From an optimization exercise on the open Yosys and OpenROAD flow, aimed at small area, a short achievable clock period and few clock cycles per item; shortcuts taken in it are not production practice.
Where RTL was checked, it was by simulation tests only, not by an equivalence proof against the original.

==> module rhc_sub, before the edit <==
module rhc_sub #(
	parameter int W = 8
) (
	input  logic [W-1:0] a,
	input  logic [W-1:0] b,
	output logic [W-1:0] diff,    
	output logic [W-1:0] diffm,   
	output logic         ge       
);
	localparam int L = (W > 8) ? 4 : (W > 4) ? 3 : (W > 2) ? 2 : 1;   
	logic [W-1:0] g, p;
	assign g = a & ~b;
	assign p = a ^ ~b;
	logic [W-1:0] gl [0:L];
	logic [W-1:0] pl [0:L];
	always_comb begin
		gl[0] = g;
		pl[0] = p;
		for (int l = 0; l < L; l++) begin
			for (int i = 0; i < W; i++) begin
				if ((i >> l) % 2 == 1) begin
					gl[l+1][i] = gl[l][i] | (pl[l][i] & gl[l][((i >> l) << l) - 1]);
					pl[l+1][i] = pl[l][i] & pl[l][((i >> l) << l) - 1];
				end else begin
					gl[l+1][i] = gl[l][i];
					pl[l+1][i] = pl[l][i];
				end
			end
		end
	end
	logic [W:0] c0, c1;
	assign c0 = {gl[L], 1'b0};
	assign c1 = {gl[L] | pl[L], 1'b1};
	assign diff  = p ^ c1[W-1:0];
	assign diffm = p ^ c0[W-1:0];
	assign ge    = c1[W];
endmodule
==> flow/config.mk <==
export PLATFORM = sky130hd
export DESIGN_NAME = rgb_hsv_color_gate
export DESIGN_NICKNAME = rgb_hsv_color_gate
export VERILOG_FILES = /design/flow/design.v
export SDC_FILE = /design/flow/constraint.sdc
export NUM_CORES = 4
export LEC_CHECK = 0
export ABC_AREA = 1
export CAP_MARGIN = 20
export CORE_MARGIN = 2
export CORE_UTILIZATION = 40
export CTS_BUF_LIST = sky130_fd_sc_hd__clkbuf_4 sky130_fd_sc_hd__clkbuf_8
export PLACE_DENSITY = 0.6
export SETUP_SLACK_MARGIN = 2.3
export SLEW_MARGIN = 20
==> flow/constraint.sdc <==
create_clock -name core_clock -period 5.5 [get_ports {clk}]
set_input_delay 1.1000 -clock core_clock [delete_from_list [all_inputs] [get_ports {clk}]]
set_output_delay 1.1000 -clock core_clock [all_outputs]
set_load 0.01 [all_outputs]
standard.sh (not shown) runs the stock make flow with config.mk's settings and CLKGATE_MAP_FILE= SYNTH_SCRIPT=/design/flow/synth_recipe.tcl, a recipe that flattens the netlist after the stock synthesis.
==> flow/flow/run.sh <==
#!/bin/bash
# The standard layout (standard.sh), except that synthesis leaves adders and
# comparators to ABC instead of mapping them onto the library's full/half adder
# cells (ADDER_MAP_FILE empty skips ORFS's extract_fa/techmap adder step).
# Each step's full output goes to its own log in this folder.
set -euo pipefail
export ADDER_MAP_FILE=
# ports get a plain buf_2 instead of the delay buffer buffer_ports picks by default
export BUFFER_PORTS_ARGS="-buffer_cell sky130_fd_sc_hd__buf_2"
bash standard.sh synth > synth.log 2>&1
bash standard.sh floorplan > floorplan.log 2>&1
bash standard.sh place > place.log 2>&1
bash standard.sh cts > cts.log 2>&1
bash standard.sh route > route.log 2>&1
bash standard.sh finish > finish.log 2>&1
Testbench counts at the start, summed over its fixed seeds: cycles 12,056, items 12,000.
Then changed:
--- a/flow/design.v
+++ b/flow/design.v
@@ -44,13 +44,13 @@
 	input  logic [W-1:0] a,
 	input  logic [W-1:0] b,
 	output logic [W-1:0] diff,    
 	output logic [W-1:0] diffm,   
 	output logic         ge       
 );
-	localparam int L = (W > 8) ? 4 : (W > 4) ? 3 : (W > 2) ? 2 : 1;   
+	localparam int L = $clog2(W);
 	logic [W-1:0] g, p;
 	assign g = a & ~b;
 	assign p = a ^ ~b;
 	logic [W-1:0] gl [0:L];
 	logic [W-1:0] pl [0:L];
 	always_comb begin
Non-clock buffer count stays the same.
Sequential share of layout area does not change.
Clock skew does not change.
Final area does not change.
Via count is unchanged.
Worst setup slack is unchanged.
Count of clock-buffer cells in the layout stays the same.
No functional check of the RTL was part of the second run of this note.

* * *

rgb_hsv_color_gate, a different RTL version from the one above (not shown whole).
For scale: roughly 3,100 cells after synthesis, about 340 flip-flops.
==> flow/design.v (excerpt) <==
module rgb_hsv_color_gate (
	input  logic        clk,
	input  logic        arst_n,
	input  logic        pix_valid,
	output logic        pix_ready,
	input  logic [7:0]  pix_red,
	input  logic [7:0]  pix_green,
	input  logic [7:0]  pix_blue,
	input  logic        pix_last_of_cloud,
	output logic        hsv_valid,
	input  logic        hsv_ready,
	output logic [11:0] hsv_hue,
	output logic [11:0] hsv_saturation,
	output logic [7:0]  hsv_brightness,
	output logic        hsv_keep,
	output logic        hsv_last_out,
	input  logic        cfg_en,
	input  logic [1:0]  cfg_index,
	input  logic [7:0]  cfg_data
);
==> module rhc_step, before the edit <==
module rhc_step (
	input  logic [7:0] r,
	input  logic       b,
	input  logic [7:0] v,
	output logic [7:0] ro,
	output logic       q
);
	localparam int W = 9;
	logic [W-1:0] a, nv, g, p;
	assign a  = {r, b};
	assign nv = ~{1'b0, v};
	assign g  = a & nv;
	assign p  = a ^ nv;
	logic [W-1:0] gl [0:4];
	logic [W-1:0] pl [0:4];
	always_comb begin
		gl[0] = g;
		pl[0] = p;
		gl[0][0] = g[0] | p[0];
		pl[0][0] = 1'b0;
		for (int l = 0; l < 4; l++) begin
			for (int i = 0; i < W; i++) begin
				if ((i >> l) % 2 == 1) begin
					gl[l+1][i] = gl[l][i] | (pl[l][i] & gl[l][((i >> l) << l) - 1]);
					pl[l+1][i] = pl[l][i] & pl[l][((i >> l) << l) - 1];
				end else begin
					gl[l+1][i] = gl[l][i];
					pl[l+1][i] = pl[l][i];
				end
			end
		end
	end
	logic [W:0] c;
	assign c = {gl[4], 1'b1};
	assign q  = c[W];
	assign ro = q ? (p[7:0] ^ c[7:0]) : a[7:0];
endmodule
Settings: LEC_CHECK=0, ABC_AREA=1, CAP_MARGIN=20, CORE_MARGIN=2, CORE_UTILIZATION=40, CTS_BUF_LIST=sky130_fd_sc_hd__clkbuf_4 sky130_fd_sc_hd__clkbuf_8, PLACE_DENSITY=0.6, SETUP_SLACK_MARGIN=2.3, SLEW_MARGIN=20; clock period 5.5 ns.
Scripts as last shown in full above: flow/flow/run.sh
Testbench counts at the start, summed over its fixed seeds: cycles 12,056, items 12,000.
Change:
--- a/flow/design.v
+++ b/flow/design.v
@@ -6,38 +6,30 @@
 	input  logic       b,
 	input  logic [7:0] v,
 	output logic [7:0] ro,
 	output logic       q
 );
-	localparam int W = 9;
-	logic [W-1:0] a, nv, g, p;
+	logic [8:0] a, nv, g, p;
 	assign a  = {r, b};
 	assign nv = ~{1'b0, v};
 	assign g  = a & nv;
 	assign p  = a ^ nv;
-	logic [W-1:0] gl [0:4];
-	logic [W-1:0] pl [0:4];
-	always_comb begin
-		gl[0] = g;
-		pl[0] = p;
-		gl[0][0] = g[0] | p[0];
-		pl[0][0] = 1'b0;
-		for (int l = 0; l < 4; l++) begin
-			for (int i = 0; i < W; i++) begin
-				if ((i >> l) % 2 == 1) begin
-					gl[l+1][i] = gl[l][i] | (pl[l][i] & gl[l][((i >> l) << l) - 1]);
-					pl[l+1][i] = pl[l][i] & pl[l][((i >> l) << l) - 1];
-				end else begin
-					gl[l+1][i] = gl[l][i];
-					pl[l+1][i] = pl[l][i];
-				end
-			end
-		end
+	logic [2:0] gg, gp;
+	for (genvar k = 0; k < 3; k++) begin : grp
+		assign gg[k] = g[3*k+2] | (p[3*k+2] & g[3*k+1]) | (p[3*k+2] & p[3*k+1] & g[3*k]);
+		assign gp[k] = p[3*k+2] & p[3*k+1] & p[3*k];
 	end
-	logic [W:0] c;
-	assign c = {gl[4], 1'b1};
-	assign q  = c[W];
+	logic [9:0] c;
+	assign c[0] = 1'b1;
+	assign c[3] = gg[0] | gp[0];
+	assign c[6] = gg[1] | (gp[1] & c[3]);
+	assign c[9] = gg[2] | (gp[2] & c[6]);
+	for (genvar k = 0; k < 3; k++) begin : inner
+		assign c[3*k+1] = g[3*k] | (p[3*k] & c[3*k]);
+		assign c[3*k+2] = g[3*k+1] | (p[3*k+1] & g[3*k]) | (p[3*k+1] & p[3*k] & c[3*k]);
+	end
+	assign q  = c[9];
 	assign ro = q ? (p[7:0] ^ c[7:0]) : a[7:0];
 endmodule
 module rhc_sub #(
 	parameter int W = 8
 ) (
Result: The new run finished with timing, DRC and antenna clean. Global-route usage grows by 1.1 points. Cell count shrinks by 2.4%. Setup slack gets worse by 13 ps. Wire length came out higher by about 4.5%. Count of clock-buffer cells in the layout came out higher by 6. Utilization climbs by 0.28 points. Non-clock buffer count drops by 19.
Testbench counts after the change, summed over its fixed seeds: cycles 12,056, items 12,000.

## separate check: timing with driven ports
The results above use ideal ports. As a check the final layouts listed here were re-extracted and re-timed, cells and wires unchanged. Step 1 assumes that a clkbuf_16 drives the clock port and a buf_2 every other input. Step 2 moves the port delays by t, midway between the first and last clock arrival at a register: inputs arrive t later, outputs are due t later. That takes back most of the time a late clock gives input paths. Slacks: ideal / step 1 / step 2; pairs: ideal / step 1.
run	t, ns	setup WS [ns]	latest minus earliest clock arrival (ns)
the first run of note 1	0.686	2.452 / 2.452 / 1.806	0.038 / 0.038
the second run of note 1	0.686	2.452 / 2.452 / 1.806	0.038 / 0.038
the first run of note 2	0.697	2.443 / 2.443 / 1.772	0.035 / 0.034
the second run of note 2	0.694	2.430 / 2.406 / 1.774	0.042 / 0.041
After both steps setup and hold are still met in every run listed. The setup slack of the first run of note 2, which loses most, moves by 0.000 ns with the drivers and by -0.671 ns with both steps.
